Background: an optimization exercise with open tools, aiming at a short achievable clock period and few clock cycles. Do not read the settings as production practice.
Only simulation tests tie the RTL to the original design; equivalence was not proved.
Power figures rest on the tool's default switching activity, not on a simulated workload.

$ cat flow/run.sh
#!/bin/bash
# synth_recipe.tcl (not shown) runs the flow's synth.tcl, then flattens the netlist and writes it again
# the make line also repeats each setting of config.mk as NAME=value (left out here)
make -C /OpenROAD-flow-scripts/flow DESIGN_CONFIG=/design/flow/config.mk WORK_HOME=/design/flow/orfs CLKGATE_MAP_FILE= SYNTH_SCRIPT=/design/flow/synth_recipe.tcl finish
$ cat flow/config.mk
export PLATFORM = sky130hd
export DESIGN_NAME = micro_riscv_top
export DESIGN_NICKNAME = micro_riscv_top
export VERILOG_FILES = /design/flow/design.v
export SDC_FILE = /design/flow/constraint.sdc
export NUM_CORES = 8
export LEC_CHECK = 0
export CAP_MARGIN = 20
export CELL_PAD_IN_SITES_DETAIL_PLACEMENT = 1
export CELL_PAD_IN_SITES_GLOBAL_PLACEMENT = 2
export CORE_MARGIN = 2
export CORE_UTILIZATION = 25
export SETUP_SLACK_MARGIN = 5
export SLEW_MARGIN = 20
export SYNTH_HIERARCHICAL = 1
$ cat flow/constraint.sdc
create_clock -name core_clock -period 8.0 [get_ports {clk_i}]
set_input_delay 1.6000 -clock core_clock [delete_from_list [all_inputs] [get_ports {clk_i}]]
set_output_delay 1.6000 -clock core_clock [all_outputs]
set_load 0.01 [all_outputs]
$ cat flow/design.v
package riscv_isa_pkg;
  localparam int INSN_W     = 32;
  localparam int REG_ADDR_W = 5;
  typedef enum logic [6:0] {
    OPC_JAL    = 7'b110_1111,
    OPC_JALR   = 7'b110_0111,
    OPC_BRANCH = 7'b110_0011,
    OPC_LOAD   = 7'b000_0011,
    OPC_STORE  = 7'b010_0011,
    OPC_IMM    = 7'b001_0011,
    OPC_ALSU   = 7'b011_0011,
    OPC_SYSTEM = 7'b111_0011
  } opcode_t;
  localparam logic [2:0] F3_ADD = 3'b000;
  localparam logic [2:0] F3_XOR = 3'b100;
  localparam logic [2:0] F3_OR  = 3'b110;
  localparam logic [2:0] F3_AND = 3'b111;
  localparam logic [2:0] F3_BEQ = 3'b000;
  localparam logic [2:0] F3_BNE = 3'b001;
  localparam logic [2:0] F3_BLT = 3'b100;
  localparam logic [2:0] F3_BGE = 3'b101;
  localparam logic [6:0] F7_BASE = 7'b000_0000;
  localparam logic [6:0] F7_ALT  = 7'b010_0000;
  localparam logic [31:0] EBREAK_WORD = 32'h0010_0073;
  typedef enum logic [1:0] {
    IMM_I,
    IMM_S,
    IMM_B,
    IMM_J
  } imm_kind_t;
endpackage
package core_pkg;
  localparam int XLEN     = 32;
  localparam int NUM_REGS = 32;
  localparam logic [XLEN-1:0] RESET_ADDR = '0;
  localparam logic [XLEN-1:0] NOP_WORD = 32'h0000_0013;
  typedef enum logic [3:0] {
    ALU_ADD,
    ALU_SUB,
    ALU_XOR,
    ALU_OR,
    ALU_AND,
    ALU_EQ,
    ALU_NE,
    ALU_LTS,
    ALU_GES
  } alu_op_t;
  typedef struct packed {
    alu_op_t alu_op;
    logic    use_imm;
    logic    is_branch;
    logic    is_jump;
    logic    jump_reg_base;
    logic    mem_read;
    logic    mem_write;
    logic    reg_write;
    logic    mem_to_reg;
    logic    halt;
  } ctrl_t;
  localparam int CTRL_W = 13;   
endpackage
`timescale 1ns/10ps
module g_inv   (input logic a, output logic y);                                  assign y = ~a;                      endmodule
module g_nand2 (input logic a, b, output logic y);                               assign y = ~(a & b);                endmodule
module g_nand3 (input logic a, b, c, output logic y);                            assign y = ~(a & b & c);            endmodule
module g_nand4 (input logic a, b, c, d, output logic y);                         assign y = ~(a & b & c & d);        endmodule
module g_nor2  (input logic a, b, output logic y);                               assign y = ~(a | b);                endmodule
module g_nor3  (input logic a, b, c, output logic y);                            assign y = ~(a | b | c);            endmodule
module g_nor4  (input logic a, b, c, d, output logic y);                         assign y = ~(a | b | c | d);        endmodule
module g_a22oi (input logic a1, a2, b1, b2, output logic y);                     assign y = ~((a1 & a2) | (b1 & b2)); endmodule
module g_xor2  (input logic a, b, output logic y);                               assign y = a ^ b;                   endmodule
module g_xnor2 (input logic a, b, output logic y);                               assign y = ~(a ^ b);                endmodule
module g_a21oi (input logic a1, a2, b1, output logic y);                         assign y = ~((a1 & a2) | b1);       endmodule
module g_o21ai (input logic a1, a2, b1, output logic y);                         assign y = ~((a1 | a2) & b1);       endmodule
module g_nand2b(input logic an, b, output logic y);                              assign y = ~(~an & b);              endmodule
module g_nor2b (input logic a, bn, output logic y);                              assign y = ~(a | ~bn);              endmodule
module g_and2  (input logic a, b, output logic y);                               assign y = a & b;                   endmodule
module g_or2   (input logic a, b, output logic y);                               assign y = a | b;                   endmodule
module g_mux2  (input logic s, a1, a0, output logic y);                          assign y = s ? a1 : a0;             endmodule
module g_o21a  (input logic a1, a2, b1, output logic y);                         assign y = (a1 | a2) & b1;          endmodule
module g_o31a  (input logic a1, a2, a3, b1, output logic y);                     assign y = (a1 | a2 | a3) & b1;     endmodule
module g_and3  (input logic a, b, c, output logic y);                            assign y = a & b & c;               endmodule
module g_and4  (input logic a, b, c, d, output logic y);                         assign y = a & b & c & d;           endmodule
module g_mux2i (input logic s, a1, a0, output logic y);                          assign y = ~(s ? a1 : a0);          endmodule
module g_a21o  (input logic a1, a2, b1, output logic y);                         assign y = (a1 & a2) | b1;          endmodule
`timescale 1ns/10ps
module rf_slice #(
  parameter int W = 8
) (
  input  logic [31*W-1:0] regs_i,
  input  logic [4:0]      idx_i,
  input  logic            rd_n_i,
  input  logic [W-1:0]    o_i,
  output logic [W-1:0]    data_o
);
  logic [4:0] ni;
  for (genvar b = 0; b < 5; b++) begin : g_ni
    g_inv u_i (.a(idx_i[b]), .y(ni[b]));
  end
  logic [7:0] lo_n;
  logic [3:0] hi_n;
  for (genvar j = 0; j < 8; j++) begin : g_lo
    g_nand3 u_n (.a(j[0] ? idx_i[0] : ni[0]), .b(j[1] ? idx_i[1] : ni[1]), .c(j[2] ? idx_i[2] : ni[2]),
                 .y(lo_n[j]));
  end
  for (genvar j = 0; j < 4; j++) begin : g_hi
    g_nand2 u_n (.a(j[0] ? idx_i[3] : ni[3]), .b(j[1] ? idx_i[4] : ni[4]), .y(hi_n[j]));
  end
  logic [31:0] sel [2];
  for (genvar h = 0; h < 2; h++) begin : g_h
    assign sel[h][0] = 1'b0;
    for (genvar k = 1; k < 32; k++) begin : g_sel
      g_nor2 u_s (.a(lo_n[k % 8]), .b(hi_n[k / 8]), .y(sel[h][k]));
    end
  end
  for (genvar b = 0; b < W; b++) begin : g_bit
    logic [31:0] r;
    assign r[0] = 1'b0;
    for (genvar k = 1; k < 32; k++) begin : g_r
      assign r[k] = regs_i[(k-1)*W + b];
    end
    logic [15:0] t;
    for (genvar p = 0; p < 16; p++) begin : g_t
      g_a22oi u_a (.a1(sel[b / (W/2)][2*p]), .a2(r[2*p]), .b1(sel[b / (W/2)][2*p+1]), .b2(r[2*p+1]), .y(t[p]));
    end
    logic [3:0] u;
    for (genvar q = 0; q < 4; q++) begin : g_u
      g_nand4 u_n (.a(t[4*q]), .b(t[4*q+1]), .c(t[4*q+2]), .d(t[4*q+3]), .y(u[q]));
    end
    logic [1:0] v;
    g_nor2  u_v0 (.a(u[0]), .b(u[1]), .y(v[0]));
    g_nor2  u_v1 (.a(u[2]), .b(u[3]), .y(v[1]));
    logic w, x;
    g_a21o  u_w (.a1(v[0]), .a2(v[1]), .b1(rd_n_i), .y(w));
    g_nand2 u_x (.a(rd_n_i), .b(o_i[b]), .y(x));
    g_nand2 u_y (.a(w), .b(x), .y(data_o[b]));
  end
endmodule
`timescale 1ns/10ps
module f_ctl (
  input  logic [31:0] ir_i,
  input  logic [4:0]  x_rd_i,
  input  logic        k_i,
  input  logic        lnk_i,
  input  logic        m_redir_i,
  input  logic        k1_i,
  input  logic        k2_i,
  input  logic        pnz_i,
  input  logic        pn3_i,
  input  logic        p5_i,
  input  logic        lnz_i,
  input  logic        ln3_i,
  output logic        s_hold_o,
  output logic        s_jal_o,
  output logic        s_br_o,
  output logic        s_jr_o,
  output logic        s_inc_o,
  output logic        stall_o,
  output logic        stall_n_o,
  output logic        go_o
);
  logic [31:0] ni;
  for (genvar b = 0; b < 32; b++) begin : g_ni
    g_inv u_i (.a(ir_i[b]), .y(ni[b]));
  end
  logic k_n, lnk_n;
  g_inv u_kn (.a(k_i),   .y(k_n));
  g_inv u_ln (.a(lnk_i), .y(lnk_n));
  logic [4:0] x1, x2;
  for (genvar b = 0; b < 5; b++) begin : g_x
    g_xnor2 u_1 (.a(ir_i[15+b]), .b(x_rd_i[b]), .y(x1[b]));
    g_xnor2 u_2 (.a(ir_i[20+b]), .b(x_rd_i[b]), .y(x2[b]));
  end
  logic e1a_n, e1b_n, e2a_n, e2b_n;
  g_nand3 u_e1a (.a(x1[0]), .b(x1[1]), .c(x1[2]), .y(e1a_n));
  g_nand2 u_e1b (.a(x1[3]), .b(x1[4]), .y(e1b_n));
  g_nand3 u_e2a (.a(x2[0]), .b(x2[1]), .c(x2[2]), .y(e2a_n));
  g_nand2 u_e2b (.a(x2[3]), .b(x2[4]), .y(e2b_n));
  logic jal_a_n, jal_b_n, jr_a_n, jr_b_n, br_a_n, br_b_n, rb_a_n, rb_b_n, x64;
  g_nand4 u_jla (.a(ir_i[6]), .b(ir_i[5]), .c(ir_i[3]), .d(ir_i[2]), .y(jal_a_n));
  g_nand3 u_jlb (.a(ir_i[1]), .b(ir_i[0]), .c(ni[4]), .y(jal_b_n));
  g_nand4 u_jra (.a(ir_i[6]), .b(ir_i[5]), .c(ir_i[2]), .d(ir_i[1]), .y(jr_a_n));
  g_nand3 u_jrb (.a(ir_i[0]), .b(ni[4]), .c(ni[3]), .y(jr_b_n));
  g_nand4 u_bra (.a(ir_i[6]), .b(ir_i[5]), .c(ir_i[1]), .d(ir_i[0]), .y(br_a_n));
  g_nand4 u_brb (.a(ni[4]), .b(ni[3]), .c(ni[2]), .d(ni[13]), .y(br_b_n));
  g_xor2  u_x64 (.a(ir_i[6]), .b(ir_i[4]), .y(x64));
  g_nand4 u_rba (.a(ir_i[5]), .b(ni[3]), .c(ni[2]), .d(ir_i[1]), .y(rb_a_n));
  g_nand2 u_rbb (.a(ir_i[0]), .b(x64), .y(rb_b_n));
  logic is_jal, nj, rb;
  g_nor2 u_isj (.a(jal_a_n), .b(jal_b_n), .y(is_jal));
  g_inv  u_nj  (.a(is_jal), .y(nj));
  g_nor2 u_rb  (.a(rb_a_n), .b(rb_b_n), .y(rb));
  logic e1k, e2k, st_n, st;
  g_nor3  u_e1k (.a(e1a_n), .b(e1b_n), .c(k_n), .y(e1k));
  g_nor3  u_e2k (.a(e2a_n), .b(e2b_n), .c(k_n), .y(e2k));
  g_a22oi u_st  (.a1(e1k), .a2(nj), .b1(e2k), .b2(rb), .y(st_n));
  g_inv   u_sti (.a(st_n), .y(st));
  logic e1l, is_jr, h1_n, h2_n, ones6, z1, z2, p1, p2, near_jr, gojr_n;
  g_nor3  u_e1l (.a(e1a_n), .b(e1b_n), .c(lnk_n), .y(e1l));
  g_nor2  u_isr (.a(jr_a_n), .b(jr_b_n), .y(is_jr));
  g_nand3 u_h1  (.a(ir_i[31]), .b(ir_i[30]), .c(ir_i[29]), .y(h1_n));
  g_nand3 u_h2  (.a(ir_i[28]), .b(ir_i[27]), .c(ir_i[26]), .y(h2_n));
  g_nor2  u_o6  (.a(h1_n), .b(h2_n), .y(ones6));
  g_nor3  u_z1  (.a(ir_i[31]), .b(ir_i[30]), .c(ir_i[29]), .y(z1));
  g_nor3  u_z2  (.a(ir_i[28]), .b(ir_i[27]), .c(ir_i[26]), .y(z2));
  g_nand2 u_p1  (.a(ones6), .b(lnz_i), .y(p1));
  g_nand3 u_p2  (.a(z1), .b(z2), .c(ln3_i), .y(p2));
  g_nand2 u_njr (.a(p1), .b(p2), .y(near_jr));
  g_nand3 u_gjr (.a(e1l), .b(is_jr), .c(near_jr), .y(gojr_n));
  logic b1_n, b2_n, bra, brb, pg_n, pg, gobr_n;
  g_nand4 u_b1  (.a(ir_i[31]), .b(ir_i[30]), .c(ir_i[29]), .d(ir_i[28]), .y(b1_n));
  g_nand3 u_b2  (.a(ir_i[27]), .b(ir_i[26]), .c(ir_i[7]), .y(b2_n));
  g_nor2  u_bo  (.a(br_a_n), .b(br_b_n), .y(bra));
  g_nor2  u_bi  (.a(b1_n), .b(b2_n), .y(brb));
  g_a21oi u_pgn (.a1(ir_i[25]), .a2(p5_i), .b1(pnz_i), .y(pg_n));
  g_inv   u_pg  (.a(pg_n), .y(pg));
  logic bp_n;
  g_nand3 u_gbb (.a(bra), .b(brb), .c(pg), .y(bp_n));
  logic r2z_a, r2z_b, r1z_a, r1z_b, f3bne, f3blt, c1_n, c2_n, nb1, nb2;
  g_nor3  u_r2a (.a(ir_i[24]), .b(ir_i[23]), .c(ir_i[22]), .y(r2z_a));
  g_nor2  u_r2b (.a(ir_i[21]), .b(ir_i[20]), .y(r2z_b));
  g_nor3  u_r1a (.a(ir_i[19]), .b(ir_i[18]), .c(ir_i[17]), .y(r1z_a));
  g_nor2  u_r1b (.a(ir_i[16]), .b(ir_i[15]), .y(r1z_b));
  g_nor3  u_fbn (.a(ir_i[14]), .b(ir_i[13]), .c(ni[12]), .y(f3bne));
  g_nor3  u_fbl (.a(ni[14]), .b(ir_i[13]), .c(ir_i[12]), .y(f3blt));
  g_nand4 u_c1  (.a(r2z_a), .b(r2z_b), .c(f3bne), .d(k1_i), .y(c1_n));
  g_nand4 u_c2  (.a(r1z_a), .b(r1z_b), .c(f3blt), .d(k2_i), .y(c2_n));
  g_nor3  u_nb1 (.a(e1a_n), .b(e1b_n), .c(c1_n), .y(nb1));
  g_nor3  u_nb2 (.a(e2a_n), .b(e2b_n), .c(c2_n), .y(nb2));
  logic [4:0] xs;
  for (genvar b = 0; b < 5; b++) begin : g_xs
    g_xnor2 u_x (.a(ir_i[15+b]), .b(ir_i[20+b]), .y(xs[b]));
  end
  logic sa_n, sb_n, same, l_eq, l_ne;
  g_nand3 u_ssa (.a(xs[0]), .b(xs[1]), .c(xs[2]), .y(sa_n));
  g_nand2 u_ssb (.a(xs[3]), .b(xs[4]), .y(sb_n));
  g_nor2  u_ssm (.a(sa_n), .b(sb_n), .y(same));
  g_xnor2 u_leq (.a(ir_i[14]), .b(ir_i[12]), .y(l_eq));
  g_nor2  u_lne (.a(ir_i[14]), .b(ni[12]), .y(l_ne));
  logic n3130, n2928, n2726, n2511, n1008, o4_n, f1a_n, f1b_n, f0, fe_n, fn_n, fp;
  g_nor2  u_n31 (.a(ir_i[31]), .b(ir_i[30]), .y(n3130));
  g_nor2  u_n29 (.a(ir_i[29]), .b(ir_i[28]), .y(n2928));
  g_nor2  u_n27 (.a(ir_i[27]), .b(ir_i[26]), .y(n2726));
  g_nor2  u_n25 (.a(ir_i[25]), .b(ir_i[11]), .y(n2511));
  g_nor2  u_n10 (.a(ir_i[10]), .b(ir_i[8]), .y(n1008));
  g_nand3 u_o4  (.a(n2511), .b(n1008), .c(ir_i[9]), .y(o4_n));
  g_nand3 u_f1a (.a(bra), .b(n3130), .c(n2928), .y(f1a_n));
  g_nand4 u_f1b (.a(n2726), .b(ni[7]), .c(o4_n), .d(pn3_i), .y(f1b_n));
  g_nor2  u_f0  (.a(f1a_n), .b(f1b_n), .y(f0));
  g_nand2 u_fen (.a(f0), .b(l_eq), .y(fe_n));
  g_nand2 u_fnn (.a(f0), .b(l_ne), .y(fn_n));
  g_mux2i u_fp  (.s(same), .a1(fe_n), .a0(fn_n), .y(fp));
  logic bk;
  g_nor3  u_bk  (.a(nb1), .b(nb2), .c(bp_n), .y(bk));
  g_nor2  u_gbr (.a(bk), .b(fp), .y(gobr_n));
  logic [3:0] jo_n;
  g_nand4 u_jo0 (.a(ir_i[31]), .b(ir_i[30]), .c(ir_i[29]), .d(ir_i[28]), .y(jo_n[0]));
  g_nand4 u_jo1 (.a(ir_i[27]), .b(ir_i[26]), .c(ir_i[20]), .d(ir_i[19]), .y(jo_n[1]));
  g_nand4 u_jo2 (.a(ir_i[18]), .b(ir_i[17]), .c(ir_i[16]), .d(ir_i[15]), .y(jo_n[2]));
  g_nand3 u_jo3 (.a(ir_i[14]), .b(ir_i[13]), .c(ir_i[12]), .y(jo_n[3]));
  logic [7:0] jp;
  g_nor2  u_jp0 (.a(ir_i[31]), .b(ir_i[30]), .y(jp[0]));
  g_nor2  u_jp1 (.a(ir_i[29]), .b(ir_i[28]), .y(jp[1]));
  g_nor2  u_jp2 (.a(ir_i[27]), .b(ir_i[26]), .y(jp[2]));
  g_nor2  u_jp3 (.a(ir_i[20]), .b(ir_i[19]), .y(jp[3]));
  g_nor2  u_jp4 (.a(ir_i[18]), .b(ir_i[17]), .y(jp[4]));
  g_nor2  u_jp5 (.a(ir_i[16]), .b(ir_i[15]), .y(jp[5]));
  g_nor2  u_jp6 (.a(ir_i[14]), .b(ir_i[13]), .y(jp[6]));
  assign jp[7] = ni[12];
  logic za_n, zb_n;
  g_nand4 u_za  (.a(jp[0]), .b(jp[1]), .c(jp[2]), .d(jp[3]), .y(za_n));
  g_nand4 u_zb  (.a(jp[4]), .b(jp[5]), .c(jp[6]), .d(jp[7]), .y(zb_n));
  logic w4a, w4b, w4_n;
  g_nor2  u_w4a (.a(ir_i[25]), .b(ir_i[24]), .y(w4a));
  g_nor2  u_w4b (.a(ir_i[23]), .b(ir_i[21]), .y(w4b));
  g_nand3 u_w4  (.a(w4a), .b(w4b), .c(ir_i[22]), .y(w4_n));
  logic jo01, jo23, oneok, q2a_n, zok, gojal_n;
  g_nor2  u_q01 (.a(jo_n[0]), .b(jo_n[1]), .y(jo01));
  g_nor2  u_q23 (.a(jo_n[2]), .b(jo_n[3]), .y(jo23));
  g_and3  u_q1  (.a(jo01), .b(jo23), .c(pnz_i), .y(oneok));
  g_nand2 u_z4  (.a(pn3_i), .b(w4_n), .y(q2a_n));
  g_nor3  u_zok (.a(za_n), .b(zb_n), .c(q2a_n), .y(zok));
  g_a22oi u_gjl (.a1(is_jal), .a2(oneok), .b1(is_jal), .b2(zok), .y(gojal_n));
  g_nor2  u_sh  (.a(st_n), .b(m_redir_i), .y(s_hold_o));
  g_nor2  u_sj  (.a(gojal_n), .b(m_redir_i), .y(s_jal_o));
  g_nor3  u_sb  (.a(gobr_n), .b(st), .c(m_redir_i), .y(s_br_o));
  g_nor2  u_sr  (.a(gojr_n), .b(m_redir_i), .y(s_jr_o));
  logic all_n;
  g_nand4 u_an  (.a(st_n), .b(gojal_n), .c(gobr_n), .d(gojr_n), .y(all_n));
  g_nor2  u_si  (.a(all_n), .b(m_redir_i), .y(s_inc_o));
  assign stall_o   = st;
  assign stall_n_o = st_n;
  g_nand3 u_go  (.a(gojal_n), .b(gobr_n), .c(gojr_n), .y(go_o));
endmodule
module dec_fields (
  input  logic [31:0] ir_i,
  input  logic [5:0]  pcm_i,
  input  logic        p5_i,
  input  logic [4:0]  x_rd_i,
  input  logic        k1_i,
  input  logic        k2_i,
  output logic        is_jal_o,
  output logic        is_jalr_o,
  output logic        op_rb_o,
  output logic        go_jal_o,
  output logic        go_br_o
);
  logic [6:0] opc;
  logic       s;
  assign opc       = ir_i[6:0];
  assign s         = ir_i[31];
  assign is_jal_o  = (opc == 7'b1101111);
  assign is_jalr_o = (opc == 7'b1100111);
  assign op_rb_o   = (opc == 7'b0110011) || (opc == 7'b1100011);
  assign go_jal_o  = is_jal_o && (ir_i[19:12] == {8{s}}) && (ir_i[20] == s) && (ir_i[30:26] == {5{s}}) &&
                     (s ? (pcm_i != 6'd0) : (pcm_i != 6'h3f)) &&
                     !({s, ir_i[19:12], ir_i[20], ir_i[30:21]} == 20'd2);
  logic same, likely;
  assign same      = (ir_i[19:15] == ir_i[24:20]);
  assign likely    = same ? (ir_i[14] == ir_i[12]) : (!ir_i[14] && ir_i[12]);
  logic exit_n;
  assign exit_n    = !((ir_i[14:12] == 3'b001) && (ir_i[24:20] == 5'd0) && (ir_i[19:15] == x_rd_i) && k1_i) &&
                     !((ir_i[14:12] == 3'b100) && (ir_i[19:15] == 5'd0) && (ir_i[24:20] == x_rd_i) && k2_i);
  assign go_br_o   = (opc == 7'b1100011) && !ir_i[13] &&
                     ((s && ir_i[7] && (ir_i[30:26] == 5'h1f) && ((pcm_i != 6'd0) || (ir_i[25] && p5_i)) && exit_n) ||
                      (!s && !ir_i[7] && (ir_i[30:26] == 5'h00) && (pcm_i != 6'h3f) && likely &&
                       !({ir_i[25], ir_i[11:8]} == 5'b00010)));
endmodule
module c_gojr (
  input  logic [31:0] ir_i,
  input  logic [4:0]  x_rd_i,
  input  logic        lnk_i,
  input  logic [5:0]  lkm_i,
  output logic        go_o
);
  assign go_o = (ir_i[6:0] == 7'b1100111) && lnk_i && (x_rd_i == ir_i[19:15]) &&
                (ir_i[30:26] == {5{ir_i[31]}}) && (ir_i[31] ? (lkm_i != 6'd0) : (lkm_i != 6'h3f));
endmodule
module c_opsel (
  input  logic [4:0] rs_i,
  input  logic       none_i,
  input  logic [4:0] x_rd_i,
  input  logic       w_i,
  input  logic       m_wen_i,
  input  logic [4:0] m_rd_i,
  output logic       res_o,
  output logic       wb_o,
  output logic       reg_o,
  output logic       reg_n_o
);
  logic fwd, byp;
  assign fwd   = w_i && (x_rd_i == rs_i);
  assign byp   = m_wen_i && (m_rd_i == rs_i);
  assign res_o = !none_i && fwd;
  assign wb_o  = !none_i && !fwd && byp;
  assign reg_o = !none_i && !fwd && !byp;
  assign reg_n_o = none_i || fwd || byp;
endmodule
module x_branch (
  input  logic [31:0] a_i,
  input  logic [31:0] b_i,
  input  logic        dif31_i,
  input  logic        valid_i,
  input  logic        m_redir_i,
  input  logic        br_i,
  input  logic        blt_i,
  input  logic        inv_i,
  input  logic        pred_i,
  input  logic        off4_i,
  input  logic        off8_i,
  input  logic        ebreak_i,
  input  logic        fin_i,
  output logic        live_o,
  output logic [3:0]  sx_n_o,
  output logic        halt_o,
  output logic        sxk_o,
  output logic        e_n_o
);
  logic [31:0] x;
  logic [7:0]  n4;
  logic [3:0]  e8;
  logic        ne;
  for (genvar i = 0; i < 32; i++) begin : g_x
    g_xnor2 u_x (.a(a_i[i]), .b(b_i[i]), .y(x[i]));
  end
  for (genvar i = 0; i < 8; i++) begin : g_n4
    g_nand4 u_n (.a(x[4*i]), .b(x[4*i+1]), .c(x[4*i+2]), .d(x[4*i+3]), .y(n4[i]));
  end
  for (genvar i = 0; i < 4; i++) begin : g_e8
    g_nor2 u_e (.a(n4[2*i]), .b(n4[2*i+1]), .y(e8[i]));
  end
  g_nand4 u_ne (.a(e8[0]), .b(e8[1]), .c(e8[2]), .d(e8[3]), .y(ne));
  logic q, t1, t0, e1, e0, sd, c_eq, c_ltd, c_lts;
  assign live_o = valid_i && !m_redir_i;
  assign q      = live_o && br_i;
  assign t1     = !pred_i && !off4_i;
  assign t0     = pred_i;
  assign e1     = inv_i ? t0 : t1;    
  assign e0     = inv_i ? t1 : t0;    
  assign sd     = a_i[31] != b_i[31];
  assign c_eq   = q && !blt_i;
  assign c_ltd  = q && blt_i && !sd;
  assign c_lts  = q && blt_i && sd && (a_i[31] ? e1 : e0);
  for (genvar k = 0; k < 4; k++) begin : g_sx
    logic u1, u2;
    g_mux2 u_m1 (.s(ne),      .a1(c_eq && e0),  .a0(c_eq && e1),  .y(u1));
    g_mux2 u_m2 (.s(dif31_i), .a1(c_ltd && e1), .a0(c_ltd && e0), .y(u2));
    g_nor3 u_sx (.a(u1), .b(u2), .c(c_lts), .y(sx_n_o[k]));
  end
  logic v1, v2, sx_k;
  g_mux2 u_v1 (.s(ne),      .a1(c_eq && e0),  .a0(c_eq && e1),  .y(v1));
  g_mux2 u_v2 (.s(dif31_i), .a1(c_ltd && e1), .a0(c_ltd && e0), .y(v2));
  g_nor3 u_vk (.a(v1), .b(v2), .c(c_lts), .y(sx_k));
  assign halt_o = live_o && ebreak_i;
  assign sxk_o  = sx_k;
  assign e_n_o  = !(m_redir_i || fin_i || halt_o);
endmodule
module x_enter (
  input  logic sx_n_i,
  input  logic e_n_i,
  input  logic st_n_i,
  input  logic writes_i,
  input  logic is_ld_i,
  input  logic is_lnk_i,
  input  logic is_dm1_i,
  output logic valid_o,
  output logic wen_o,
  output logic ld_o,
  output logic lnk_o,
  output logic dm1_o
);
  g_and3 u_v (.a(sx_n_i), .b(e_n_i), .c(st_n_i), .y(valid_o));
  g_and4 u_w (.a(sx_n_i), .b(e_n_i), .c(st_n_i), .d(writes_i), .y(wen_o));
  g_and4 u_d (.a(sx_n_i), .b(e_n_i), .c(st_n_i), .d(is_ld_i),  .y(ld_o));
  g_and4 u_k (.a(sx_n_i), .b(e_n_i), .c(st_n_i), .d(is_lnk_i), .y(lnk_o));
  g_and4 u_m (.a(sx_n_i), .b(e_n_i), .c(st_n_i), .d(is_dm1_i), .y(dm1_o));
endmodule
module x_count (
  input  logic [11:0] a_i,
  input  logic        dm1_i,
  output logic        k1_o,
  output logic        k2_o
);
  logic [2:0] z;
  g_nor4 u_z0 (.a(a_i[1]), .b(a_i[2]), .c(a_i[3]), .d(a_i[4]), .y(z[0]));
  g_nor4 u_z1 (.a(a_i[5]), .b(a_i[6]), .c(a_i[7]), .d(a_i[8]), .y(z[1]));
  g_nor3 u_z2 (.a(a_i[9]), .b(a_i[10]), .c(a_i[11]), .y(z[2]));
  logic k2_n;
  g_nand4 u_k1 (.a(dm1_i), .b(z[0]), .c(z[1]), .d(z[2]), .y(k2_n));
  g_inv   u_i2 (.a(k2_n), .y(k2_o));
  g_and2  u_i1 (.a(k2_o), .b(a_i[0]), .y(k1_o));
endmodule
module f_decode (
  input  logic [31:0] ir_i,
  output logic        is_addi_o,
  output logic        is_r_o,
  output logic        is_ld_o,
  output logic        is_st_o,
  output logic        is_br_o,
  output logic        is_jal_o,
  output logic        is_jalr_o,
  output logic        is_ebreak_o,
  output logic        op_rb_o,
  output logic        jal_short_o,
  output logic        go_jal_o,
  output logic        go_br_o,
  output logic        writes_o
);
  logic [6:0] opc;
  logic [2:0] f3;
  logic [6:0] f7;
  assign opc = ir_i[6:0];
  assign f3  = ir_i[14:12];
  assign f7  = ir_i[31:25];
  assign is_addi_o   = (opc == 7'b0010011) && (f3 == 3'b000);
  assign is_r_o      = (opc == 7'b0110011) &&
                       (((f7 == 7'b0000000) && (f3 == 3'b000 || f3 == 3'b100 || f3 == 3'b110 || f3 == 3'b111)) ||
                        ((f7 == 7'b0100000) && (f3 == 3'b000)));
  assign is_ld_o     = (opc == 7'b0000011);
  assign is_st_o     = (opc == 7'b0100011);
  assign is_br_o     = (opc == 7'b1100011) && !f3[1];
  assign is_jal_o    = (opc == 7'b1101111);
  assign is_jalr_o   = (opc == 7'b1100111);
  assign is_ebreak_o = (ir_i == 32'h0010_0073);
  assign op_rb_o     = (opc == 7'b0110011) || (opc == 7'b1100011);
  assign jal_short_o = (ir_i[19:12] == {8{ir_i[31]}}) && (ir_i[20] == ir_i[31]);
  assign go_jal_o    = is_jal_o && jal_short_o &&
                       !({ir_i[31], ir_i[19:12], ir_i[20], ir_i[30:21]} == 20'd2);
  assign go_br_o     = is_br_o && ir_i[31];
  assign writes_o    = (is_addi_o | is_r_o | is_ld_o | is_jal_o | is_jalr_o) && (ir_i[11:7] != 5'd0);
endmodule
`timescale 1ns/10ps
module pg_gen #(
  parameter int W = 32
) (
  input  logic [W-1:0] a_i,
  input  logic [W-1:0] b_i,
  output logic [W-1:0] p_o,
  output logic [W-1:0] g_o
);
  assign p_o = a_i ^ b_i;
  assign g_o = a_i & b_i;
endmodule
module ks_tree #(
  parameter int W = 32
) (
  input  logic [W-1:0] p_i,
  input  logic [W-1:0] g_i,
  input  logic         cin_i,
  output logic [W-1:0] c_o
);
  function automatic int ceil_log2(input int v);
    ceil_log2 = 0;
    for (int i = 0; i < 31; i++) begin
      if ((1 << i) < v) ceil_log2 = i + 1;
    end
  endfunction
  localparam int L = ceil_log2(W);
  logic [W-1:0] gg [0:L];
  logic [W-1:0] pp [0:L];
  always_comb begin
    gg[0]    = g_i;
    pp[0]    = p_i;
    gg[0][0] = g_i[0] | (p_i[0] & cin_i);
    for (int l = 0; l < L; l++) begin
      for (int i = 0; i < W; i++) begin
        if (i >= (1 << l)) begin
          gg[l+1][i] = gg[l][i] | (pp[l][i] & gg[l][i - (1 << l)]);
          pp[l+1][i] = pp[l][i] & pp[l][i - (1 << l)];
        end else begin
          gg[l+1][i] = gg[l][i];
          pp[l+1][i] = pp[l][i];
        end
      end
    end
    c_o = gg[L];
  end
endmodule
module ks_add #(
  parameter int W = 32
) (
  input  logic [W-1:0] a_i,
  input  logic [W-1:0] b_i,
  input  logic         cin_i,
  output logic [W-1:0] sum_o,
  output logic         cout_o
);
  logic [W-1:0] p, g, c;
  pg_gen  #(.W(W)) u_pg   (.a_i(a_i), .b_i(b_i), .p_o(p), .g_o(g));
  ks_tree #(.W(W)) u_tree (.p_i(p), .g_i(g), .cin_i(cin_i), .c_o(c));
  assign sum_o  = p ^ {c[W-2:0], cin_i};
  assign cout_o = c[W-1];
endmodule
module inc_dec #(
  parameter int W = 20
) (
  input  logic [W-1:0] v_i,
  output logic [W-1:0] inc_o,
  output logic [W-1:0] dec_o
);
  ks_add #(.W(W)) u_inc (.a_i(v_i), .b_i({W{1'b0}}), .cin_i(1'b1), .sum_o(inc_o), .cout_o());
  ks_add #(.W(W)) u_dec (.a_i(v_i), .b_i({W{1'b1}}), .cin_i(1'b0), .sum_o(dec_o), .cout_o());
endmodule
module mux2w #(
  parameter int W = 32
) (
  input  logic         s_i,
  input  logic [W-1:0] a_i,
  input  logic [W-1:0] b_i,
  output logic [W-1:0] y_o
);
  assign y_o = s_i ? a_i : b_i;
endmodule
module ks_add_g #(
  parameter int W    = 32,
  parameter int CIN  = 0,
  parameter int INVB = 0
) (
  input  logic [W-1:0] a_i,
  input  logic [W-1:0] b_i,
  output logic [W-1:0] sum_o,
  output logic         cout_o
);
  function automatic int ceil_log2(input int v);
    ceil_log2 = 0;
    for (int i = 0; i < 31; i++) begin
      if ((1 << i) < v) ceil_log2 = i + 1;
    end
  endfunction
  localparam int L = ceil_log2(W);
  logic [W-1:0] gg [0:L];
  logic [W-1:0] pp [0:L];
  logic [W-1:0] pn;
  for (genvar i = 0; i < W; i++) begin : g_pg
    if (INVB == 1) begin : g_ib
      g_xor2 u_p (.a(a_i[i]), .b(b_i[i]), .y(pn[i]));
      if (i == 0 && CIN == 1) begin : g_c1
        g_nor2b  u_g (.a(a_i[i]), .bn(b_i[i]), .y(gg[0][i]));
      end else begin : g_c0
        g_nand2b u_g (.an(b_i[i]), .b(a_i[i]), .y(gg[0][i]));
      end
    end else begin : g_b
      g_xnor2 u_p (.a(a_i[i]), .b(b_i[i]), .y(pn[i]));
      if (i == 0 && CIN == 1) begin : g_c1
        g_nor2  u_g (.a(a_i[i]), .b(b_i[i]), .y(gg[0][i]));
      end else begin : g_c0
        g_nand2 u_g (.a(a_i[i]), .b(b_i[i]), .y(gg[0][i]));
      end
    end
    assign pp[0][i] = pn[i];
  end
  for (genvar l = 0; l < L; l++) begin : g_lvl
    localparam int D = 1 << l;
    for (genvar i = 0; i < W; i++) begin : g_b
      if (i >= D) begin : g_op
        if (l % 2 == 0) begin : g_neg_in
          g_o21ai u_g (.a1(pp[l][i]), .a2(gg[l][i-D]), .b1(gg[l][i]), .y(gg[l+1][i]));
          g_nor2  u_p (.a(pp[l][i]), .b(pp[l][i-D]), .y(pp[l+1][i]));
        end else begin : g_pos_in
          g_a21oi u_g (.a1(pp[l][i]), .a2(gg[l][i-D]), .b1(gg[l][i]), .y(gg[l+1][i]));
          g_nand2 u_p (.a(pp[l][i]), .b(pp[l][i-D]), .y(pp[l+1][i]));
        end
      end else begin : g_pass
        g_inv u_g (.a(gg[l][i]), .y(gg[l+1][i]));
        g_inv u_p (.a(pp[l][i]), .y(pp[l+1][i]));
      end
    end
  end
  for (genvar i = 0; i < W; i++) begin : g_s
    if (i == 0) begin : g_s0
      if (CIN == 1) begin : g_1
        assign sum_o[0] = pn[0];
      end else begin : g_0
        g_inv u_s (.a(pn[0]), .y(sum_o[0]));
      end
    end else if (L % 2 == 1) begin : g_pos
      g_xnor2 u_s (.a(pn[i]), .b(gg[L][i-1]), .y(sum_o[i]));
    end else begin : g_neg
      g_xor2 u_s (.a(pn[i]), .b(gg[L][i-1]), .y(sum_o[i]));
    end
  end
  if (L % 2 == 1) begin : g_co_pos
    assign cout_o = gg[L][W-1];
  end else begin : g_co_neg
    g_inv u_co (.a(gg[L][W-1]), .y(cout_o));
  end
endmodule
`timescale 1ns/10ps
module ao_sel #(
  parameter int N = 8,
  parameter int W = 32
) (
  input  logic [N*W-1:0] d_i,
  input  logic [N-1:0]   s_i,
  input  logic [W-1:0]   or_i,
  output logic [W-1:0]   y_o
);
  always_comb begin
    y_o = or_i;
    for (int k = 0; k < N; k++) begin
      y_o = y_o | ({W{s_i[k]}} & d_i[k*W +: W]);
    end
  end
endmodule
module ao6_g #(
  parameter int W = 8
) (
  input  logic [6*W-1:0] d_i,
  input  logic [5:0]     s_i,
  output logic [W-1:0]   y_o
);
  for (genvar b = 0; b < W; b++) begin : g_b
    logic [2:0] t;
    for (genvar p = 0; p < 3; p++) begin : g_p
      g_a22oi u_a (.a1(s_i[2*p]), .a2(d_i[(2*p)*W + b]), .b1(s_i[2*p+1]), .b2(d_i[(2*p+1)*W + b]), .y(t[p]));
    end
    g_nand3 u_n (.a(t[0]), .b(t[1]), .c(t[2]), .y(y_o[b]));
  end
endmodule
module op_slice #(
  parameter int W = 8
) (
  input  logic [W-1:0]   rf_i,
  input  logic           reg_i,
  input  logic [7*W-1:0] res_i,
  input  logic [6:0]     res_s_i,
  input  logic           res_en_i,
  input  logic [W-1:0]   wb_i,
  input  logic           wb_en_i,
  input  logic [W-1:0]   ex_i,
  input  logic           ex_en_i,
  output logic [W-1:0]   y_o
);
  logic [6:0]   s;
  logic [W-1:0] o;
  assign s = {7{res_en_i}} & res_s_i;
  always_comb begin
    o = ({W{wb_en_i}} & wb_i) | ({W{ex_en_i}} & ex_i);
    for (int k = 0; k < 7; k++) o = o | ({W{s[k]}} & res_i[k*W +: W]);
  end
  assign y_o = reg_i ? rf_i : o;
endmodule
module op_other #(
  parameter int W = 8
) (
  input  logic [7*W-1:0] res_i,
  input  logic [6:0]     res_s_i,
  input  logic           res_en_i,
  input  logic [W-1:0]   wb_i,
  input  logic           wb_en_i,
  input  logic [W-1:0]   ex_i,
  input  logic           ex_en_i,
  output logic [W-1:0]   y_o
);
  logic [6:0] s;
  assign s = {7{res_en_i}} & res_s_i;
  always_comb begin
    y_o = ({W{wb_en_i}} & wb_i) | ({W{ex_en_i}} & ex_i);
    for (int k = 0; k < 7; k++) y_o = y_o | ({W{s[k]}} & res_i[k*W +: W]);
  end
endmodule
`timescale 1ns/10ps
module micro_riscv_top (
  input  logic        clk_i,
  input  logic        reset_i,
  output logic [31:0] instr_addr_o,
  input  logic [31:0] instr_rdata_i,
  output logic [31:0] data_addr_o,
  input  logic [31:0] data_rdata_i,
  output logic [31:0] data_wdata_o,
  output logic        data_re_o,
  output logic        data_we_o,
  output logic        finish_o
);
  logic [31:0] pc_f, pc_o;
  logic        x_valid, x_wen, x_ld, x_st, x_br, x_mjump, x_ebreak, x_lnk;
  logic        x_s_add, x_s_addi, x_s_sub, x_s_xor, x_s_or, x_s_and, x_s_lnk;
  logic        x_dm1;
  logic        x_pred, x_off4, x_off8, x_blt, x_inv, x_fsd;
  logic [4:0]  x_rd;
  logic [31:0] x_a, x_b, x_off, x_link;
  logic [11:0] x_pcl, x_bimm;
  logic [19:0] x_hi_c1, x_hi_c0;
  logic        m_re, m_we, m_ld, m_redir;
  logic [31:1] m_wsel;
  logic [4:0]  m_rd;
  logic        m_wen;
  logic [31:0] m_result, m_addr, m_wdata, m_tgt;
  logic        fin, fin_o;
  logic [31:0] regs [1:31];
  logic [31:0] wb_data;
  assign wb_data = m_ld ? data_rdata_i : m_result;
  logic [31:0] ir;
  assign ir = instr_rdata_i;
  logic [6:0] opc;
  logic [2:0] f3;
  logic [6:0] f7;
  logic [4:0] rd, rs1, rs2;
  assign opc = ir[6:0];
  assign f3  = ir[14:12];
  assign f7  = ir[31:25];
  assign rd  = ir[11:7];
  assign rs1 = ir[19:15];
  assign rs2 = ir[24:20];
  logic is_addi, is_r, is_ld, is_st, is_br, is_jal, is_jalr, is_ebreak, op_rb;
  logic jal_short, dec_gojal, dec_gobr, writes;
  f_decode u_dec (.ir_i(ir), .is_addi_o(is_addi), .is_r_o(is_r), .is_ld_o(is_ld), .is_st_o(is_st),
                  .is_br_o(is_br), .is_jal_o(is_jal), .is_jalr_o(is_jalr), .is_ebreak_o(is_ebreak),
                  .op_rb_o(op_rb), .jal_short_o(jal_short), .go_jal_o(dec_gojal), .go_br_o(dec_gobr),
                  .writes_o(writes));
  logic [31:0] iimm, simm, bimm, jimm;
  assign iimm = {{20{ir[31]}}, ir[31:20]};
  assign simm = {{20{ir[31]}}, ir[31:25], ir[11:7]};
  assign bimm = {{19{ir[31]}}, ir[31], ir[7], ir[30:25], ir[11:8], 1'b0};
  assign jimm = {{11{ir[31]}}, ir[31], ir[19:12], ir[20], ir[30:21], 1'b0};
  logic k1, k2;
  x_count u_cnt (.a_i(x_a[11:0]), .dm1_i(x_dm1), .k1_o(k1), .k2_o(k2));
  logic k_ld, k_lnk, k_w;
  assign k_ld  = x_ld && x_wen;
  assign k_lnk = x_lnk;
  assign k_w   = x_wen && !x_ld;
  logic go_jr, fsd_n, a_res, a_wb, a_reg, b_res, b_wb, b_reg, a_reg_n, b_reg_n;
  c_gojr  u_gojr  (.ir_i(ir), .x_rd_i(x_rd), .lnk_i(k_lnk), .lkm_i(x_link[11:6]), .go_o(go_jr));
  c_opsel u_asel (.rs_i(rs1), .none_i(is_jal), .x_rd_i(x_rd), .w_i(k_w), .m_wen_i(m_wen), .m_rd_i(m_rd),
                  .res_o(a_res), .wb_o(a_wb), .reg_o(a_reg), .reg_n_o(a_reg_n));
  c_opsel u_bsel (.rs_i(rs2), .none_i(1'b0), .x_rd_i(x_rd), .w_i(k_w), .m_wen_i(m_wen), .m_rd_i(m_rd),
                  .res_o(b_res), .wb_o(b_wb), .reg_o(b_reg), .reg_n_o(b_reg_n));
  assign fsd_n = k_ld && (x_rd == rs2);
  logic [31:0] a_n, b_n, a_o, b_o;
  for (genvar s = 0; s < 4; s++) begin : g_rf
    logic [31*8-1:0] slice;
    always_comb begin
      for (int k = 1; k < 32; k++) slice[(k-1)*8 +: 8] = regs[k][s*8 +: 8];
    end
    rf_slice #(.W(8)) u_a (.regs_i(slice), .idx_i(rs1), .rd_n_i(a_reg_n), .o_i(a_o[s*8 +: 8]),
                           .data_o(a_n[s*8 +: 8]));
    rf_slice #(.W(8)) u_b (.regs_i(slice), .idx_i(rs2), .rd_n_i(b_reg_n), .o_i(b_o[s*8 +: 8]),
                           .data_o(b_n[s*8 +: 8]));
  end
  logic [31:0] pc_inc;
  assign pc_inc = pc_f + 32'd4;
  logic [19:0] pc_hi_p, pc_hi_m;
  inc_dec #(.W(20)) u_pc_hi (.v_i(pc_f[31:12]), .inc_o(pc_hi_p), .dec_o(pc_hi_m));
  logic [11:0] br_lo, jal_lo, jr_lo;
  logic        br_c, jal_c, jr_c;
  ks_add_g #(.W(12), .CIN(0)) u_br_lo  (.a_i(pc_f[11:0]),   .b_i(bimm[11:0]), .sum_o(br_lo),  .cout_o(br_c));
  ks_add_g #(.W(12), .CIN(0)) u_jal_lo (.a_i(pc_f[11:0]),   .b_i(jimm[11:0]), .sum_o(jal_lo), .cout_o(jal_c));
  ks_add_g #(.W(12), .CIN(0)) u_jr_lo  (.a_i(x_link[11:0]), .b_i(iimm[11:0]), .sum_o(jr_lo),  .cout_o(jr_c));
  logic [19:0] pc_hi_c1, pc_hi_c0;
  assign pc_hi_c1 = ir[31] ? pc_f[31:12] : pc_hi_p;
  assign pc_hi_c0 = ir[31] ? pc_hi_m     : pc_f[31:12];
  logic [31:0] t_br, t_jal, t_jr;
  assign t_br  = {pc_f[31:12], br_lo};
  assign t_jal = {pc_f[31:12], jal_lo};
  assign t_jr  = {x_link[31:12], jr_lo[11:1], 1'b0};
  logic go_jal, go_br, jal4;
  logic f_isjal, f_isjalr, f_oprb;
  dec_fields u_df (.ir_i(ir), .pcm_i(pc_f[11:6]), .p5_i(pc_f[5]), .x_rd_i(x_rd), .k1_i(k1), .k2_i(k2), .is_jal_o(f_isjal), .is_jalr_o(f_isjalr),
                   .op_rb_o(f_oprb), .go_jal_o(go_jal), .go_br_o(go_br));
  assign jal4 = ({ir[31], ir[19:12], ir[20], ir[30:21]} == 20'd2);
  logic [31:0] sum, dif, adr, r_xor, r_or, r_and;
  ks_add_g #(.W(32), .CIN(0)) u_add (.a_i(x_a), .b_i(x_b), .sum_o(sum), .cout_o());
  ks_add_g #(.W(32), .CIN(1), .INVB(1)) u_sub (.a_i(x_a), .b_i(x_b), .sum_o(dif), .cout_o());
  ks_add_g #(.W(32), .CIN(0)) u_adr (.a_i(x_a), .b_i(x_off), .sum_o(adr), .cout_o());
  assign r_xor = x_a ^ x_b;
  assign r_or  = x_a | x_b;
  assign r_and = x_a & x_b;
  logic [32*7-1:0] res_d;
  logic [6:0]      res_s;
  assign res_d = {x_link, r_and, r_or, r_xor, dif, adr, sum};
  assign res_s = {x_s_lnk, x_s_and, x_s_or, x_s_xor, x_s_sub, x_s_addi, x_s_add};
  logic [31:0] res;
  ao_sel #(.N(7)) u_res (.d_i(res_d), .s_i(res_s), .or_i(32'd0), .y_o(res));
  for (genvar g = 0; g < 4; g++) begin : g_op
    logic [55:0] rd8;
    for (genvar k = 0; k < 7; k++) begin : g_k
      assign rd8[k*8 +: 8] = res_d[k*32 + g*8 +: 8];
    end
    op_other #(.W(8)) u_a (.res_i(rd8), .res_s_i(res_s), .res_en_i(a_res),
                           .wb_i(wb_data[g*8 +: 8]), .wb_en_i(a_wb), .ex_i(pc_f[g*8 +: 8]), .ex_en_i(is_jal),
                           .y_o(a_o[g*8 +: 8]));
    op_other #(.W(8)) u_b (.res_i(rd8), .res_s_i(res_s), .res_en_i(b_res),
                           .wb_i(wb_data[g*8 +: 8]), .wb_en_i(b_wb), .ex_i(8'd0), .ex_en_i(1'b0),
                           .y_o(b_o[g*8 +: 8]));
  end
  logic [11:0] xt_lo;
  logic        xt_c;
  logic [19:0] xt_hi;
  logic [31:0] x_alt;
  ks_add_g #(.W(12), .CIN(0)) u_xt_lo (.a_i(x_pcl), .b_i(x_bimm), .sum_o(xt_lo), .cout_o(xt_c));
  mux2w #(.W(20)) u_xt_hi (.s_i(xt_c), .a_i(x_hi_c1), .b_i(x_hi_c0), .y_o(xt_hi));
  assign x_alt = x_pred ? x_link : {xt_hi, xt_lo};
  logic x_live, x_halt, x_sxk, x_en;
  logic [3:0] sx_n;
  logic [31:0] cmp;
  ks_add_g #(.W(32), .CIN(1), .INVB(1)) u_cmp (.a_i(x_a), .b_i(x_b), .sum_o(cmp), .cout_o());
  x_branch u_xbr (.a_i(x_a), .b_i(x_b), .dif31_i(cmp[31]), .valid_i(x_valid), .m_redir_i(m_redir),
                  .br_i(x_br), .blt_i(x_blt), .inv_i(x_inv), .pred_i(x_pred), .off4_i(x_off4),
                  .off8_i(x_off8), .ebreak_i(x_ebreak), .fin_i(fin),
                  .live_o(x_live), .sx_n_o(sx_n), .halt_o(x_halt), .sxk_o(x_sxk), .e_n_o(x_en));
  logic f_st, f_st_n, f_go, f_sh, f_sj, f_sb, f_sr, f_si;
  logic pnz, pn3, lnz, ln3;
  assign pnz = |pc_f[11:6];
  assign pn3 = !(&pc_f[11:6]);
  assign lnz = |x_link[11:6];
  assign ln3 = !(&x_link[11:6]);
  f_ctl u_fc (.ir_i(ir), .x_rd_i(x_rd), .k_i(k_ld), .lnk_i(k_lnk), .m_redir_i(m_redir), .k1_i(k1), .k2_i(k2),
              .pnz_i(pnz), .pn3_i(pn3), .p5_i(pc_f[5]), .lnz_i(lnz), .ln3_i(ln3),
              .s_hold_o(f_sh), .s_jal_o(f_sj), .s_br_o(f_sb), .s_jr_o(f_sr), .s_inc_o(f_si),
              .stall_o(f_st), .stall_n_o(f_st_n), .go_o(f_go));
  logic xv_n, xw_n, xl_n, xk_n;
  logic xd_n;
  x_enter u_xn (.sx_n_i(x_sxk), .e_n_i(x_en), .st_n_i(f_st_n), .writes_i(writes), .is_ld_i(is_ld),
                .is_lnk_i((is_jal || is_jalr) && (rd != 5'd0)),
                .is_dm1_i(is_addi && (rs1 == rd) && (rd != 5'd0) && (ir[31:20] == 12'hfff)),
                .valid_o(xv_n), .wen_o(xw_n), .ld_o(xl_n), .lnk_o(xk_n), .dm1_o(xd_n));
  logic [31:0] pc_p, pc_n;
  for (genvar g = 0; g < 4; g++) begin : g_pcs
    logic s_hold, s_jal, s_br, s_jr, s_inc, st, st_n, go;
    f_ctl u_pcsel (.ir_i(ir), .x_rd_i(x_rd), .k_i(k_ld), .lnk_i(k_lnk), .m_redir_i(m_redir || reset_i), .k1_i(k1), .k2_i(k2),
                   .pnz_i(pnz), .pn3_i(pn3), .p5_i(pc_f[5]), .lnz_i(lnz), .ln3_i(ln3),
                   .s_hold_o(s_hold), .s_jal_o(s_jal), .s_br_o(s_br), .s_jr_o(s_jr), .s_inc_o(s_inc),
                   .stall_o(st), .stall_n_o(st_n), .go_o(go));
    ao6_g #(.W(8)) u_pc_p (.d_i({pc_f[g*8 +: 8], m_tgt[g*8 +: 8], t_jal[g*8 +: 8], t_br[g*8 +: 8],
                                 t_jr[g*8 +: 8], pc_inc[g*8 +: 8]}),
                           .s_i({s_hold, m_redir, s_jal, s_br, s_jr, s_inc}), .y_o(pc_p[g*8 +: 8]));
  end
  for (genvar g = 0; g < 4; g++) begin : g_pcx
    mux2w #(.W(8)) u_pc_n  (.s_i(sx_n[g]), .a_i(pc_p[g*8 +: 8]),  .b_i(x_alt[g*8 +: 8]), .y_o(pc_n[g*8 +: 8]));
  end
  logic [31:1] wsel_n;
  always_comb begin
    for (int k = 1; k < 32; k++) wsel_n[k] = x_live && x_wen && (x_rd == 5'(k));
  end
  always_ff @(posedge clk_i or posedge reset_i) begin
    if (reset_i) begin
      pc_f    <= 32'd0;
      x_valid <= 1'b0;
      x_wen   <= 1'b0;
      x_ld    <= 1'b0;
      x_lnk   <= 1'b0;
      x_dm1   <= 1'b0;
      m_re    <= 1'b0;
      m_we    <= 1'b0;
      m_wen   <= 1'b0;
      m_wsel  <= '0;
      m_redir <= 1'b0;
      fin     <= 1'b0;
      fin_o   <= 1'b0;
    end else begin
      pc_f <= pc_n;
      x_valid <= xv_n;
      x_wen   <= xw_n;
      x_ld    <= xl_n;
      x_lnk   <= xk_n;
      x_dm1   <= xd_n;
      m_re    <= x_live && x_ld;
      m_we    <= x_live && x_st;
      m_wen   <= x_live && x_wen;
      m_wsel  <= wsel_n;
      m_redir <= x_live && x_mjump;
      fin   <= fin   || x_halt;
      fin_o <= fin_o || x_halt;
    end
  end
  always_ff @(posedge clk_i) begin
    pc_o <= pc_n;
  end
  always_ff @(posedge clk_i) begin
    x_st     <= is_st;
    x_br     <= is_br;
    x_mjump  <= (is_jalr && !go_jr) || (is_jal && !go_jal && !jal4);
    x_ebreak <= is_ebreak;
    x_s_add  <= is_r && (f3 == 3'b000) && !f7[5];
    x_s_addi <= is_addi;
    x_s_sub  <= is_r && (f3 == 3'b000) && f7[5];
    x_s_xor  <= is_r && (f3 == 3'b100);
    x_s_or   <= is_r && (f3 == 3'b110);
    x_s_and  <= is_r && (f3 == 3'b111);
    x_s_lnk  <= is_jal || is_jalr;
    x_pred   <= go_br;
    x_off4   <= (bimm == 32'd4);
    x_off8   <= (bimm == 32'd8);
    x_blt    <= f3[2];
    x_inv    <= f3[0];
    x_rd     <= rd;
    x_fsd    <= fsd_n;
    x_a      <= a_n;
    x_b      <= b_n;
    x_off    <= is_st ? simm : (is_jal ? jimm : iimm);
    x_link   <= pc_inc;
    x_pcl    <= pc_f[11:0];
    x_bimm   <= bimm[11:0];
    x_hi_c1  <= pc_hi_c1;
    x_hi_c0  <= pc_hi_c0;
    m_ld     <= x_ld;
    m_rd     <= x_rd;
    m_result <= res;
    m_addr   <= adr;
    m_wdata  <= x_fsd ? data_rdata_i : x_b;
    m_tgt    <= x_mjump ? {adr[31:1], 1'b0} : x_alt;
  end
  always_ff @(posedge clk_i or posedge reset_i) begin
    if (reset_i) begin
      for (int i = 1; i < 32; i++) regs[i] <= 32'd0;
    end else begin
      for (int i = 1; i < 32; i++) begin
        if (m_wsel[i]) regs[i] <= wb_data;
      end
    end
  end
  assign instr_addr_o = pc_o;
  assign data_addr_o  = m_addr;
  assign data_wdata_o = m_wdata;
  assign data_re_o    = m_re;
  assign data_we_o    = m_we;
  assign finish_o     = fin_o;
endmodule
==> flow_summary.ini <==
[run_status]
status = complete, no violations

[detailed_routing]
ant_nets = 0
drtIter0Drc = 6785
firstDrtPassIters = 9
vias = 83595
routed_wirelength_mm = 458
drc = 0
routedWlPerCell_um = 29.7
via_per_inst = 5.41

[final_layout]
area_growth_pct = 25.1
drive_gt1_share_pct = 30.5
fin_cells = 15457
nNetsFinal = 10720

[sta]
worst_clock_skew_ps = 63.6
fin_crit_ps = 3100
hold_ws_ps = 460
slew_headroom_pct = 26.1
setup_viol = 0
worstMarginPinSlew_ps = 1100
min_period_over_period_pct = 38.8
drv_slew = 0
final_hold_viol_count = 0
tns_ps = 0
rsz0062_at_grt = yes
fmax_mhz = 322

[power_and_ir_drop]
total_power_mw = 22.8
power.density_nw_per_um2 = 204
vdd_drop_max_mv = 0.144
power.leakage_nw = 40.5

[clocking]
clock_latency_ps = 910
h-tree-depth = 4
cts_buffer_depth = 4
cts_hold_buf = 0
cts_tree = done
clk_pin_slew_ps = 60
cts_buffers = 182
cts_root_buffer = clkbuf_16
clock-sinks = 1420

[critical_path]
worstPathArrival_ps = 3830
startpoint_type = primary input
required_ps = 8730
worstSetupPathType = primary input to register
critPathMaxFanout = 8
critPathCaptureType = register

[placed_design]
place_hpwl_mm = 314
io_buffers = 164
dp.cells = 14846
finalWeightedCongestion = 0.920

[global_routing]
grt_pass1_vias = 86092
grt_max_degree = 163
overflow = 0
antenna_found_initial = 30
grt_pass1_wl_mm = 640
global_route.usage.total_pct = 24.0

[hold_path]
hold_class = register to register

[yosys]
post_synth.cell_area_avg_um2 = 8.95
ys_warn_count = 28
synth.cell_area_um2 = 89000
synthCells = 9948

[floorplan]
core_um2 = 355000
chipWidth_um = 601
row_count = 219
die_area_um2 = 361000
start_util_pct = 25.1
pin_count = 165
fp.dieH_um = 601

[run]
drv_cap = 0
[worst paths after layout]
check                             startpoint                 endpoint  slack (ps)  depth (start not counted)
setup / recovery           instr_rdata_i[20]          x_b[27]$_DFF_P_        4900                         10
hold / removal                  x_st$_DFF_P_           m_we$_DFF_PP0_         460                          1
setup reg to reg              x_a[8]$_DFF_P_          x_b[29]$_DFF_P_        4960                         15
hold reg to reg                 x_st$_DFF_P_           m_we$_DFF_PP0_         460                          1
max in group asynchronous            reset_i  regs[1][29]$_DFFE_PP0P_        5390                          5
min in group asynchronous            reset_i       pc_f[25]$_DFF_PP0_        1200                          3
[worst max-delay path, cell delays in order]
cell and delay, ps:
buf_16 170, buf_4 190, inv_1 170, nand3_4 340
nor2_2 140, a22oi_2 210, nand4_1 170, nor2_1 340
a21o_2 330, nand2_1 90
[stage by stage]
stage,worst slack [ps],area (µm²),utilization (%)
final,4900,111000,31.3
after global routing,4850,111000,31.3
after CTS,4910,108000,30.3
after detailed placement,2390,97600,27.5
after global placement,2270,97500,27.5
after floorplan,-8300,89900,-
[layer usage]
layer | global-route usage [%] | routed length, µm | vias to the layer above | share of wire [%]
li1 | - | - | 37009 | -
met5 | 0 | 66 | - | 0.014
met2 | 39.5 | 210000 | 2390 | 46
met3 | 3.12 | 23800 | 753 | 5.2
met1 | 31.8 | 201000 | 43433 | 44
met4 | 9.69 | 22900 | 10 | 5.0
[flip-flops by register name (all words and copies together), names as in the netlist, 21 cells and up]
| register | cells |
|---|---|
| m_wdata | 32 |
| m_tgt | 32 |
| regs | 992 |
| pc_f | 32 |
| m_wsel | 31 |
| x_off | 21 |
| pc_o | 32 |
| x_a | 32 |
| m_result | 32 |
| m_addr | 32 |
| x_link | 30 |
| x_b | 32 |
[cell type report]
cell class / count / area, µm²
repair buffers: 614 / 7180
flip-flops and latches: 1420 / 34100
clock buffers: 250 / 5180
diodes: 11 / 27.5
fillers: 40768 / 244000
multi-input cells: 7914 / 56300
inverters: 415 / 1600
well taps: 4751 / 5940
clock inverters: 82 / 1020
[power by group]
part	switching (mW)	leakage (nW)	total (mW)	internal (mW)
Combinational	4.05	24.7	6.08	2.04
Sequential	0.467	12.7	7.97	7.50
Clock	3.58	3.02	8.71	5.13
Total	8.09	40.5	22.8	14.7
[layout by cell type, fill, tap and decap left out, types with 78 or more instances in the layout]
cell and instances:
nor2_1 1843, a22oi_2 1129, a21oi_1 1051, dfrtp_1 1024
nand2_1 535, inv_1 400, nand4_1 355, o21ai_1 308
buf_4 284, conb_1 250, xnor2_1 249, dfxtp_1 249
a21oi_2 221, a22oi_1 216, clkbuf_16 207, nor2_2 182
xor2_1 154, nand3_1 152, ha_1 107, mux2_2 103
xnor2_2 79, buf_12 78
[timing repair]
action / in CTS / in global routing
resized for setup: 1124 / 473
cloned: 22 / 24
pin swaps: 56 / 148
endpoints found under the setup margin: 360 / 566
buffers inserted: 87 / 135
Testbench counts, summed over its fixed seeds: cycles 66,291.

-- port drivers added, routing unchanged --
How much do the figures lean on ideal ports? The routed layout below was timed once more, with nothing changed but the port constraints. Step 1 assumes that a clkbuf_16 drives the clock port and a buf_2 every other input. Step 2 moves the port delays by t, midway between the first and last clock arrival at a register: inputs arrive t later, outputs are due t later. That takes back most of the time a late clock gives input paths. Slacks: ideal ports / drivers / drivers and shift; pairs: ideal ports / drivers.
t, ns: 0.988
slack for setup (ns): 4.895 / 4.665 / 3.677
worst hold slack (ns): 0.460 / 0.460 / 0.460
clock arrival spread, ns: 0.070 / 0.070
worst data-port slew with drivers (ns): 0.42
After both steps this run still meets setup and hold. The setup slack of this run moves by -0.230 ns with the drivers and by -1.218 ns with both steps.
